Source: an optimization exercise on an open RTL-to-GDS flow (aim: small area, a short achievable clock period and few clock cycles per item). Production flows keep margins and buffers that such runs may drop. The RTL was checked by simulation tests, not by an equivalence proof against the original design. Power and IR drop assume default switching activity.

== job 1488 ==
Design circular_deque, start of the top module:
module circular_deque #(
   parameter int DEPTH = cdq_pkg::DEPTH_DEFAULT
) (
   input  logic                                clock,
   input  logic                                reset,
   input  logic                                req_valid,
   output logic                                req_ready,
   input  logic [cdq_pkg::FUNC_W-1:0]          req_func,
   input  logic signed [cdq_pkg::DATA_W-1:0]   req_value,
   output logic                                rsp_valid,
   input  logic                                rsp_ready,
   output logic                                rsp_ok,
   output logic [cdq_pkg::CAP_W-1:0]           rsp_count,
   output logic                                rsp_is_empty,
   output logic                                rsp_is_full,
   output logic signed [cdq_pkg::DATA_W-1:0]   rsp_head_value,
   output logic signed [cdq_pkg::DATA_W-1:0]   rsp_tail_value,
   input  logic                                csr_psel,
   input  logic                                csr_penable,
   input  logic                                csr_pwrite,
   input  logic [cdq_pkg::CSR_ADDR_W-1:0]      csr_paddr,
   input  logic [cdq_pkg::CSR_DATA_W-1:0]      csr_pwdata,
   output logic [cdq_pkg::CSR_DATA_W-1:0]      csr_prdata,
   output logic                                csr_pready
);
Size in the first run: ~1500 cells after synthesis, ~540 flip-flops, about 180 I/O pins, ~0.022 sq mm of cells after synthesis.
export LEC_CHECK = 0
export CAP_MARGIN = 10
export CORE_MARGIN = 2
export CORE_UTILIZATION = 55
export CTS_BUF_LIST = sky130_fd_sc_hd__clkbuf_8
export CTS_CLUSTER_DIAMETER = 60
export CTS_CLUSTER_SIZE = 16
export SETUP_SLACK_MARGIN = 3.35
export SLEW_MARGIN = 10
create_clock -name core_clock -period 6.0 [get_ports {clock}]
standard.sh (not shown) runs the stock make flow with config.mk's settings and CLKGATE_MAP_FILE= SYNTH_SCRIPT=/design/flow/synth_recipe.tcl, a recipe that flattens the netlist after the stock synthesis.
==> flow/flow/run.sh <==
#!/bin/bash
# The standard layout, with plain buffers (buf_2) on the ports in place of the
# delay buffers buffer_ports picks by default, and a clock tree built without
# dummy loads. Each run's full output goes to its own log file in the work folder.
set -euo pipefail
CTS="-sink_clustering_enable -repair_clock_nets -sink_clustering_size 16 -sink_clustering_max_diameter 60 -buf_list sky130_fd_sc_hd__clkbuf_8 -dont_use_dummy_load"
bash standard.sh BUFFER_PORTS_ARGS="-buffer_cell sky130_fd_sc_hd__buf_2" CTS_ARGS="$CTS" finish > standard.log 2>&1
Job 1488 closes out successfully: all stages finished, all timing, DRC and antenna checks passed.
Testbench counts of job 1488, summed over its fixed seeds: cycles 19,967, items 16,000.
Here is what was changed in the inputs of job 6223 compared with job 1488.
# job 1488
export LEC_CHECK = 0
export CAP_MARGIN = 10
export CORE_MARGIN = 2
export CORE_UTILIZATION = 55
export CTS_BUF_LIST = sky130_fd_sc_hd__clkbuf_8
export CTS_CLUSTER_DIAMETER = 60
export CTS_CLUSTER_SIZE = 16
export SETUP_SLACK_MARGIN = 3.35
export SLEW_MARGIN = 10
create_clock -name core_clock -period 6.0 [get_ports {clock}]
# job 6223
export LEC_CHECK = 0
export CAP_MARGIN = 20
export CORE_MARGIN = 2
export CORE_UTILIZATION = 55
export CTS_BUF_LIST = sky130_fd_sc_hd__clkbuf_8
export CTS_CLUSTER_DIAMETER = 60
export CTS_CLUSTER_SIZE = 16
export SETUP_SLACK_MARGIN = 3.35
export SLEW_MARGIN = 20
create_clock -name core_clock -period 6.0 [get_ports {clock}]
==> flow/flow/run.sh <==
#!/bin/bash
# The standard layout, with plain buffers (buf_2) on the ports in place of the
# delay buffers buffer_ports picks by default. Each run's full output goes to
# its own log file in the work folder.
set -euo pipefail
bash standard.sh BUFFER_PORTS_ARGS="-buffer_cell sky130_fd_sc_hd__buf_2" finish > standard.log 2>&1
--- outcome ---
On slew at the pin closest to its max-slew limit: between job 6223 and job 1488, it ends up lower for job 1488. Job 6223 vs job 1488 — met3 layer wire length in the routed design dropped 260 microns. Taking job 1488 as the reference point, the cell internal power dissipation of job 6223 rises by 180 uW. Overall power after layout: job 6223 vs job 1488 up 3.9%. Job 6223 reports a lower global routing usage on met2 than job 1488 does.
diff inputs: job 6223 => job 3242
# job 6223
export LEC_CHECK = 0
export CAP_MARGIN = 20
export CORE_MARGIN = 2
export CORE_UTILIZATION = 55
export CTS_BUF_LIST = sky130_fd_sc_hd__clkbuf_8
export CTS_CLUSTER_DIAMETER = 60
export CTS_CLUSTER_SIZE = 16
export SETUP_SLACK_MARGIN = 3.35
export SLEW_MARGIN = 20
create_clock -name core_clock -period 6.0 [get_ports {clock}]
# job 3242
export LEC_CHECK = 0
export CAP_MARGIN = 10
export CORE_MARGIN = 2
export CORE_UTILIZATION = 65
export CTS_BUF_LIST = sky130_fd_sc_hd__clkbuf_8
export CTS_CLUSTER_DIAMETER = 60
export CTS_CLUSTER_SIZE = 16
export SETUP_SLACK_MARGIN = 3.3
export SLEW_MARGIN = 10
create_clock -name core_clock -period 6.0 [get_ports {clock}]
==> flow/flow/run.sh <==
#!/bin/bash
# The standard layout, with plain buffers (buf_2) on the ports in place of the
# delay buffers buffer_ports picks by default, and a clock tree built without
# dummy loads. Each run's full output goes to its own log file in the work folder.
set -euo pipefail
CTS="-sink_clustering_enable -repair_clock_nets -sink_clustering_size 16 -sink_clustering_max_diameter 60 -buf_list sky130_fd_sc_hd__clkbuf_8 -dont_use_dummy_load"
bash standard.sh BUFFER_PORTS_ARGS="-buffer_cell sky130_fd_sc_hd__buf_2" CTS_ARGS="$CTS" finish > standard.log 2>&1
==> run summary <==
- Between job 6223 and job 3242, the clock slew seen by the registers of the worst setup and hold paths does not differ in any meaningful way.
- Job 3242 vs. job 6223: share of layout cells above drive strength 1 went up, overall power after layout fell by about 4.4%, worst hold slack fell by 4.8 ps, total clock buffers created by CTS now smaller, fraction of area in clock buffers and inverters -0.96 points.
- The number of standard-cell rows in the floorplan in job 3242 is 0.918 times that in job 6223.
- Max global-route usage across job 3242 and job 6223: job 3242
- Final area: job 3242 < job 6223
- The area of the mapped netlist was comparable across job 3242 and job 6223.
- In the flow results for job 3242 and job 6223, the total wire length after detailed routing is larger on job 6223.
What job 681 does differently from job 3242 at the input level:
# job 3242
export LEC_CHECK = 0
export CAP_MARGIN = 10
export CORE_MARGIN = 2
export CORE_UTILIZATION = 65
export CTS_BUF_LIST = sky130_fd_sc_hd__clkbuf_8
export CTS_CLUSTER_DIAMETER = 60
export CTS_CLUSTER_SIZE = 16
export SETUP_SLACK_MARGIN = 3.3
export SLEW_MARGIN = 10
create_clock -name core_clock -period 6.0 [get_ports {clock}]
# job 681
export LEC_CHECK = 0
export CAP_MARGIN = 20
export CORE_MARGIN = 2
export CORE_UTILIZATION = 55
export CTS_BUF_LIST = sky130_fd_sc_hd__clkbuf_8
export CTS_CLUSTER_DIAMETER = 60
export CTS_CLUSTER_SIZE = 16
export SETUP_SLACK_MARGIN = 3.35
export SLEW_MARGIN = 20
export SYNTH_HIERARCHICAL = 1
create_clock -name core_clock -period 6.0 [get_ports {clock}]
- Going from job 3242 to job 681, wire length climbed 340 microns; synthesized cell count went down; post-route clock skew fell 20 ps.
- Reported for job 681 and job 3242, hold violation total from the final report turned out identical to the last digit.
- As of job 681, die area had risen by more than 10% compared to job 3242.
- Cmp job 681 and job 3242 / x dimension of the die / lower: job 3242
- Job 681 reports a higher layout filler cell count than job 3242 does.
- The part of the power in combinational logic reported for job 681 is smaller than that of job 3242 by 0.5 points.
- Job 3242 has a lower total power consumption of the routed design than job 681.
#### Input delta (job 1235 over job 681)
# job 681
export LEC_CHECK = 0
export CAP_MARGIN = 20
export CORE_MARGIN = 2
export CORE_UTILIZATION = 55
export CTS_BUF_LIST = sky130_fd_sc_hd__clkbuf_8
export CTS_CLUSTER_DIAMETER = 60
export CTS_CLUSTER_SIZE = 16
export SETUP_SLACK_MARGIN = 3.35
export SLEW_MARGIN = 20
export SYNTH_HIERARCHICAL = 1
create_clock -name core_clock -period 6.0 [get_ports {clock}]
# job 1235
export LEC_CHECK = 0
export CAP_MARGIN = 20
export CORE_MARGIN = 2
export CORE_UTILIZATION = 55
export CTS_BUF_LIST = sky130_fd_sc_hd__clkbuf_8
export CTS_CLUSTER_DIAMETER = 60
export CTS_CLUSTER_SIZE = 16
export SETUP_SLACK_MARGIN = 3.35
export SLEW_MARGIN = 20
create_clock -name core_clock -period 6.0 [get_ports {clock}]
## What came out
The final layout from job 1235, which completed every stage, passed the timing, DRC and antenna checks at the end of the flow. Detail-routed net length per standard cell, job 1235 vs job 681: up by a few percent. Cmp job 1235 and job 681 / critical path's largest stage delay / higher: job 681. Clock edge transition at the registers on the reported setup and hold paths across job 1235 and job 681: no real change. [job 1235] data-path buffer share of cell area in the final layout fell 2.6 points relative to job 681. Worst setup slack is lower on job 681.
Relative to job 1235, the following input files were edited for job 281:
# job 1235
export LEC_CHECK = 0
export CAP_MARGIN = 20
export CORE_MARGIN = 2
export CORE_UTILIZATION = 55
export CTS_BUF_LIST = sky130_fd_sc_hd__clkbuf_8
export CTS_CLUSTER_DIAMETER = 60
export CTS_CLUSTER_SIZE = 16
export SETUP_SLACK_MARGIN = 3.35
export SLEW_MARGIN = 20
create_clock -name core_clock -period 6.0 [get_ports {clock}]
# job 281
export LEC_CHECK = 0
export CAP_MARGIN = 20
export CORE_MARGIN = 2
export CORE_UTILIZATION = 55
export CTS_BUF_LIST = sky130_fd_sc_hd__clkbuf_8
export CTS_CLUSTER_DIAMETER = 60
export CTS_CLUSTER_SIZE = 16
export SETUP_SLACK_MARGIN = 3.0
export SLEW_MARGIN = 20
create_clock -name core_clock -period 6.0 [get_ports {clock}]
==> flow/flow/run.sh <==
#!/bin/bash
# The standard layout, with plain buffers (buf_2) on the ports in place of the
# delay buffers buffer_ports picks by default. Each run's full output goes to
# its own log file in the work folder.
set -euo pipefail
bash standard.sh BUFFER_PORTS_ARGS="-buffer_cell sky130_fd_sc_hd__buf_2" finish > standard.log 2>&1
Findings:
Diff job 1235 -> job 281: internal power component rose 1.2%; first-pass GRT wire length shows a reduction of about 3.5%; critical path depth up 2; first-iteration DRC count decreased by 236 relative to the old numbers.
Re estimated wirelength of the detail-placed design: job 1235 was lower than job 281.
Wire: job 281 routes less than job 1235
Compared with job 1235, in job 281 cell count neither gained nor lost much; count of plain and timing-repair buffers in the layout lower.

-- re-timing with driven ports --
The results above use ideal ports. As a check the final layouts listed here were re-extracted and re-timed, cells and wires unchanged. Step 1 assumes that a clkbuf_16 drives the clock port and a buf_2 every other input. Step 2 moves the port delays by t, midway between the first and last clock arrival at a register: inputs arrive t later, outputs are due t later. That takes back most of the time a late clock gives input paths. a / b / c = no drivers / after step 1 / after step 2; a / b = the first two.
run	t (ns)	slack for setup (ns)	worst hold slack (ns)	worst setup path after step 2	slew at the worst register clock pin (ns)
job 1488	0.670	3.197 / 3.153 / 2.670	0.480 / 0.480 / 0.480	input to register	0.10 / 0.10
job 6223	0.692	3.200 / 3.157 / 2.635	0.485 / 0.485 / 0.485	input to register	0.11 / 0.11
job 3242	0.621	3.131 / 3.101 / 2.534	0.480 / 0.480 / 0.480	input to register	0.10 / 0.10
job 681	0.669	3.035 / 3.003 / 2.333	0.477 / 0.477 / 0.477	input to register	0.11 / 0.11
job 1235	0.670	3.197 / 3.153 / 2.670	0.480 / 0.480 / 0.480	input to register	0.10 / 0.10
job 281	0.690	2.968 / 2.993 / 2.303	0.486 / 0.486 / 0.486	input to register	0.11 / 0.11
After both steps every run listed still meets setup and hold. The setup slack of job 681, which loses most, moves by -0.032 ns with the drivers and by -0.702 ns with both steps.
